From an optimization exercise on the open Yosys and OpenROAD flow, aimed at small area; shortcuts taken in it are not production practice. The RTL was checked by simulation tests, not by an equivalence proof against the original design. Power is estimated from default activity; no workload was simulated.

## mipsCore
module mipsCore (
	input  logic clk,
	input  logic rst,
	input  logic instrValid,
	input  logic [31:0] instr,
	output logic creditReturn,
	output logic wbValid,
	output logic [4:0] wbReg,
	output logic [31:0] wbData,
	output logic halted
);
	logic [2:0] ph;
	logic clr;		 
	logic act;		 
	logic wenP;		 
	logic carry;
	logic prevLoad, prevStore;	 
	logic [3:0] P;		 
	logic [3:0] addrR;
	logic [31:0] R;
	logic [31:1][31:0] rf;
	logic [15:0][31:0] dm;
	logic ph0, ph7;
	assign ph0 = (ph == 3'd0);
	assign ph7 = (ph == 3'd7);
	localparam logic [3:0] KZero = 4'd0, KAdd = 4'd1, KSub = 4'd2, KAnd = 4'd3,
		KOr = 4'd4, KXor = 4'd5, KSlt = 4'd6, KSltu = 4'd7, KSh16 = 4'd8,
		KLoad = 4'd9, KStore = 4'd10, KHalt = 4'd11, KNop = 4'd12;
	logic [3:0] inCls, inFk;
	always_comb
	begin
		case (instr[31:26])
			6'b000000: inCls = KZero;	 
			6'b001000, 6'b001001: inCls = KAdd;
			6'b001010: inCls = KSlt;
			6'b001011: inCls = KSltu;
			6'b001100: inCls = KAnd;
			6'b001101: inCls = KOr;
			6'b001110: inCls = KXor;
			6'b001111: inCls = KSh16;
			6'b100011: inCls = KLoad;
			6'b101011: inCls = KStore;
			6'b111111: inCls = KHalt;
			default: inCls = KNop;
		endcase
		case (instr[5:0])
			6'b100000, 6'b100001: inFk = KAdd;
			6'b100010: inFk = KSub;
			6'b100100: inFk = KAnd;
			6'b100101: inFk = KOr;
			6'b100110: inFk = KXor;
			6'b101010: inFk = KSlt;
			6'b101011: inFk = KSltu;
			6'b001111: inFk = KSh16;
			default: inFk = KZero;
		endcase
	end
	logic [29:0] inWord;
	assign inWord = {inCls, instr[25:4], (instr[31:26] == 6'b000000) ? inFk : instr[3:0]};
	logic [3:0][29:0] q;
	logic [1:0] wrPtr, rdPtr;
	logic [2:0] cnt, cntNext;
	logic pop;
	logic [29:0] head;
	assign head = q[rdPtr];
	assign pop = act && ph7;
	assign cntNext = cnt + {2'b0, instrValid} - {2'b0, pop};
	always_ff @(posedge clk)
		for (int k = 0; k < 4; k++)
			if (instrValid && wrPtr == 2'(k))
				q[k] <= inWord;
	logic [3:0] cls, kind;
	logic [4:0] rs, rt, rd, dest;
	logic [15:0] imm;
	assign cls = head[29:26];
	assign rs = head[25:21];
	assign rt = head[20:16];
	assign imm = head[15:0];
	assign rd = imm[15:11];
  ...
For scale: roughly 3000 cells after synthesis, about 1700 flip-flops, about 75 I/O pins, about 0.042 mm^2 of cells after synthesis.
==> flow/config.mk <==
export PLATFORM = sky130hd
export DESIGN_NAME = mipsCore
export DESIGN_NICKNAME = mipsCore
export VERILOG_FILES = /design/flow/design.v
export SDC_FILE = /design/flow/constraint.sdc
export NUM_CORES = 4
export LEC_CHECK = 0
export ABC_AREA = 1
export CAP_MARGIN = 20
export CORE_MARGIN = 2
export CORE_UTILIZATION = 40
export SLEW_MARGIN = 20
==> flow/constraint.sdc <==
create_clock -name core_clock -period 7.0 [get_ports {clk}]
set_input_delay 1.4000 -clock core_clock [delete_from_list [all_inputs] [get_ports {clk}]]
set_output_delay 1.4000 -clock core_clock [all_outputs]
set_load 0.01 [all_outputs]
standard.sh (not shown) runs the stock make flow with config.mk's settings and CLKGATE_MAP_FILE= SYNTH_SCRIPT=/design/flow/synth_recipe.tcl, a recipe that flattens the netlist after the stock synthesis.
==> flow/flow/run.sh <==
#!/bin/bash
set -euo pipefail
HERE=$(pwd)
cp -r "$FLOW_HOME/scripts" "$HERE/scripts"
cp "$HERE/flow/abc_area.script" "$HERE/scripts/abc_area.script"
export SCRIPTS_DIR="$HERE/scripts"
export CTS_ARGS="-sink_clustering_enable -repair_clock_nets -sink_clustering_size 28 -sink_clustering_max_diameter 60 -dont_use_dummy_load"
export BUFFER_PORTS_ARGS="-buffer_cell sky130_fd_sc_hd__buf_1"
bash standard.sh > standard.log 2>&1
==> flow/flow/abc_area.script <==
strash
&get -n
&dch -f
&nf -R 1000 -p
&put
topo
stime -c
The first run passed the timing, design-rule and antenna checks.
Edit:
==> flow/flow/run.sh (replaced) <==
#!/bin/bash
set -euo pipefail
HERE=$(pwd)
cp -r "$FLOW_HOME/scripts" "$HERE/scripts"
cp "$HERE/flow/abc_area.script" "$HERE/scripts/abc_area.script"
export SCRIPTS_DIR="$HERE/scripts"
export CTS_ARGS="-sink_clustering_enable -repair_clock_nets -sink_clustering_size 28 -sink_clustering_max_diameter 60"

bash standard.sh > standard.log 2>&1
=>
- synthesized area does not change
- sequential share of layout area fell by 2.2 points
- setup slack gets better by 0.051 ns
- worst hold slack gets better by 0.040 ns
- count of clock-buffer cells in the layout rose by 8
- non-clock buffer count fell by 2
- final cell count rose by 1.5%
- die area does not change

## rev 12
mipsCore, a different RTL version from the one above (not shown whole).
Size in the first run: ~1700 flip-flops, about 75 I/O pins.
==> flow/config.mk <==
export PLATFORM = sky130hd
export DESIGN_NAME = mipsCore
export DESIGN_NICKNAME = mipsCore
export VERILOG_FILES = /design/flow/design.v
export SDC_FILE = /design/flow/constraint.sdc
export NUM_CORES = 4
export LEC_CHECK = 0
export ABC_AREA = 1
export CAP_MARGIN = 20
export CORE_MARGIN = 2
export CORE_UTILIZATION = 40
export SLEW_MARGIN = 20
==> flow/constraint.sdc <==
create_clock -name core_clock -period 7.0 [get_ports {clk}]
set_input_delay 1.4000 -clock core_clock [delete_from_list [all_inputs] [get_ports {clk}]]
set_output_delay 1.4000 -clock core_clock [all_outputs]
set_load 0.01 [all_outputs]
==> flow/flow/run.sh <==
#!/bin/bash
set -euo pipefail
HERE=$(pwd)
cp -r "$FLOW_HOME/scripts" "$HERE/scripts"
cp "$HERE/flow/abc_area.script" "$HERE/scripts/abc_area.script"
export SCRIPTS_DIR="$HERE/scripts"
export CTS_ARGS="-sink_clustering_enable -repair_clock_nets -sink_clustering_size 11 -sink_clustering_max_diameter 40 -buf_list sky130_fd_sc_hd__clkbuf_4 -dont_use_dummy_load"
export BUFFER_PORTS_ARGS="-buffer_cell sky130_fd_sc_hd__buf_1"
bash standard.sh > standard.log 2>&1
==> flow/flow/abc_area.script <==
strash
&get -n
&dch -f
&nf -R 1000 -p
&put
strash
&get -n
&dch -f
&nf -R 1000 -p
&put
topo
stime -c
In summary, rev 12 completed successfully, with a layout that passed the timing, design-rule and antenna checks.
### rev 12 -> rev 13
- CORE_UTILIZATION changed from 40 to 50
- PLACE_DENSITY newly set to 0.62
--- a/flow/flow/run.sh
+++ b/flow/flow/run.sh
@@ -7,0 +8 @@
+export ADDER_MAP_FILE=""
## What came out
Rev 13 vs rev 12 — total power dropped slightly
On rev 13: synthesized-area fraction occupied by xor and xnor cells is 0.17 points higher than what rev 12 gave.
Layout cell share with drive strength beyond 1 essentially unchanged between rev 13 and rev 12.
Cmp rev 13 vs rev 12: total nets after synthesis lower in rev 13
Compared with rev 12, rev 13 shows a lower switching component of the power.
Routed wire length delta for rev 13 relative to rev 12: about 3% lower
Compared to rev 12, rev 13 has number of vias per cell 7.2% higher.
Relative to rev 12, count of inverters other than clock inverters in the layout decreased by 21 in rev 13.
Rev 13 vs rev 12, critical path capture point: dm[412]$_DFF_P_ vs dm[413]$_DFF_P_

Setup of harbor:
mipsCore, a different RTL version from the one above (not shown whole).
Size: about 2,800 cells after synthesis, roughly 1,700 flip-flops, about 75 I/O pins.
export LEC_CHECK = 0
export ABC_AREA = 1
export CAP_MARGIN = 20
export CORE_MARGIN = 2
export CORE_UTILIZATION = 55
export PLACE_DENSITY = 0.66
export SLEW_MARGIN = 20
create_clock -name core_clock -period 7.0 [get_ports {clk}]
==> flow/flow/run.sh <==
#!/bin/bash
set -euo pipefail
HERE=$(pwd)
cp -r "$FLOW_HOME/scripts" "$HERE/scripts"
cp "$HERE/flow/abc_area.script" "$HERE/scripts/abc_area.script"
export SCRIPTS_DIR="$HERE/scripts"
export CTS_ARGS="-sink_clustering_enable -repair_clock_nets -sink_clustering_size 13 -sink_clustering_max_diameter 40 -buf_list sky130_fd_sc_hd__buf_4 -dont_use_dummy_load"
export ADDER_MAP_FILE=""
export BUFFER_PORTS_ARGS="-buffer_cell sky130_fd_sc_hd__buf_1"
bash standard.sh > standard.log 2>&1
Scripts as last shown in full above: flow/flow/abc_area.script
What amber does differently from harbor at the input level:
==> flow/flow/abc_area.script <==
strash
&get -n
&dch -f -C 10000
&nf -R 1000 -p -C 32 -F 8 -A 8
&put
strash
&get -n
&dch -f -C 10000
&nf -R 1000 -p -C 32 -F 8 -A 8
&put
strash
&get -n
&dch -f -C 10000
&nf -R 1000 -p -C 32 -F 8 -A 8
&put
topo
stime -c
Notes after the runs:
Diff harbor -> amber: clock skew moved down; count of clock-buffer cells in the layout picked up an extra about 1.3%; sequential share of layout area shows an increase of 0.22 points; count of multi-input combinational gates now sits lower; register-to-register slack lower. Changes observed in amber relative to harbor: utilization stayed essentially flat, signed area change from the synthesized netlist to the final layout did not really move, time the worst path needs with I/O delays and setup moved up, non-clock buffer count has increased. Sequential-cell power consumption across amber and harbor: no real change.
> inputs changed (amber -> pepper)
# amber
export LEC_CHECK = 0
export ABC_AREA = 1
export CAP_MARGIN = 20
export CORE_MARGIN = 2
export CORE_UTILIZATION = 55
export PLACE_DENSITY = 0.66
export SLEW_MARGIN = 20
create_clock -name core_clock -period 7.0 [get_ports {clk}]
# pepper
export LEC_CHECK = 0
export ABC_AREA = 1
export CAP_MARGIN = 20
export CORE_MARGIN = 2
export CORE_UTILIZATION = 50
export PLACE_DENSITY = 0.62
export SLEW_MARGIN = 20
create_clock -name core_clock -period 7.0 [get_ports {clk}]
-- flow/flow/run.sh --
<<< amber, line 7
export CTS_ARGS="-sink_clustering_enable -repair_clock_nets -sink_clustering_size 13 -sink_clustering_max_diameter 40 -buf_list sky130_fd_sc_hd__buf_4 -dont_use_dummy_load"
>>> pepper, line 7
export CTS_ARGS="-sink_clustering_enable -repair_clock_nets -sink_clustering_size 12 -sink_clustering_max_diameter 40 -buf_list sky130_fd_sc_hd__buf_4 -dont_use_dummy_load"
==> run summary <==
Summary — end-of-flow core utilization, pepper relative to amber: lower, by 5.2 points. Looking at pepper and amber, the maximum clock frequency is a wash. The lower path depth of the worst reg2reg path came out of pepper. Compared to amber, pepper has final instance count without filler cells 2.9% higher. Of the two values seen for critical path endpoint, R[31]$_DFF_P_ was produced by pepper and R[29]$_DFF_P_ by amber. pepper does worse than amber on first-pass GRT wire length. Setup slack: pepper more than amber. [compare] base=amber new=pepper: part of the power in the clock network increased 0.6 points, setup slack on the worst flop-to-flop path essentially unchanged, global-route met3 utilization increased 0.18 points, hold slack increased 31 ps.
Edits applied to the flow inputs when going from pepper to juniper:
==> flow/flow/abc_area.script <==
strash
&get -n
&dch -f
&nf -R 1000 -p
&put
strash
&get -n
&dch -f
&nf -R 1000 -p
&put
topo
stime -c
Findings:
Netlist area before placement delta for juniper relative to pepper: 150 um2 higher
The fmax of juniper is higher than that of pepper.
On power consumption, pepper and juniper are neck and neck.
NOTE routed wire length pepper->juniper increased by a few percent
Number of diodes: juniper vs pepper up 1
juniper ends up with a total iterations of the first detailed-routing run that is 1 lower than in pepper.
Summary of juniper over pepper: net switching power figure decreased about 0.8%, setup slack increased 340 ps, part of the total power dissipated in the clock network essentially unchanged.
On relative slew slack: juniper sits below pepper.

[re-timing with driven ports]
Ports are ideal in the flow. The routed layouts listed here were re-timed in OpenROAD.
Step 1 assumes that a clkbuf_16 drives the clock port and a buf_2 every other input.
Step 2 also shifts input and output timing later by t, the mid clock arrival at the registers, as if the neighbouring blocks saw the same clock.
a / b / c = ideal ports / drivers / drivers and shift; a / b = the first two.
| run | t, ns | slack for setup (ns) | hold slack, ns | clock arrival spread, ns | worst register clock-pin slew, ns |
|---|---|---|---|---|---|
| the first run of note 1 | 0.692 | 0.427 / 0.427 / 0.427 | 0.263 / 0.263 / 0.263 | 0.121 / 0.120 | 0.10 / 0.10 |
| the second run of note 1 | 0.734 | 0.478 / 0.478 / 0.478 | 0.303 / 0.303 / 0.303 | 0.055 / 0.055 | 0.10 / 0.10 |
| rev 12 | 1.069 | 0.436 / 0.436 / 0.436 | 0.177 / 0.177 / 0.177 | 0.235 / 0.235 | 0.12 / 0.12 |
| rev 13 | 1.100 | 0.415 / 0.415 / 0.415 | 0.226 / 0.226 / 0.226 | 0.167 / 0.167 | 0.12 / 0.12 |
| harbor | 0.907 | 0.694 / 0.694 / 0.694 | 0.253 / 0.253 / 0.253 | 0.168 / 0.168 | 0.12 / 0.12 |
| amber | 0.882 | 0.318 / 0.318 / 0.318 | 0.224 / 0.224 / 0.224 | 0.163 / 0.162 | 0.11 / 0.11 |
| pepper | 0.910 | 0.327 / 0.327 / 0.327 | 0.255 / 0.255 / 0.255 | 0.155 / 0.156 | 0.11 / 0.11 |
| juniper | 0.913 | 0.668 / 0.668 / 0.668 | 0.228 / 0.228 / 0.228 | 0.200 / 0.201 | 0.11 / 0.11 |
After both steps every run listed still meets setup and hold.
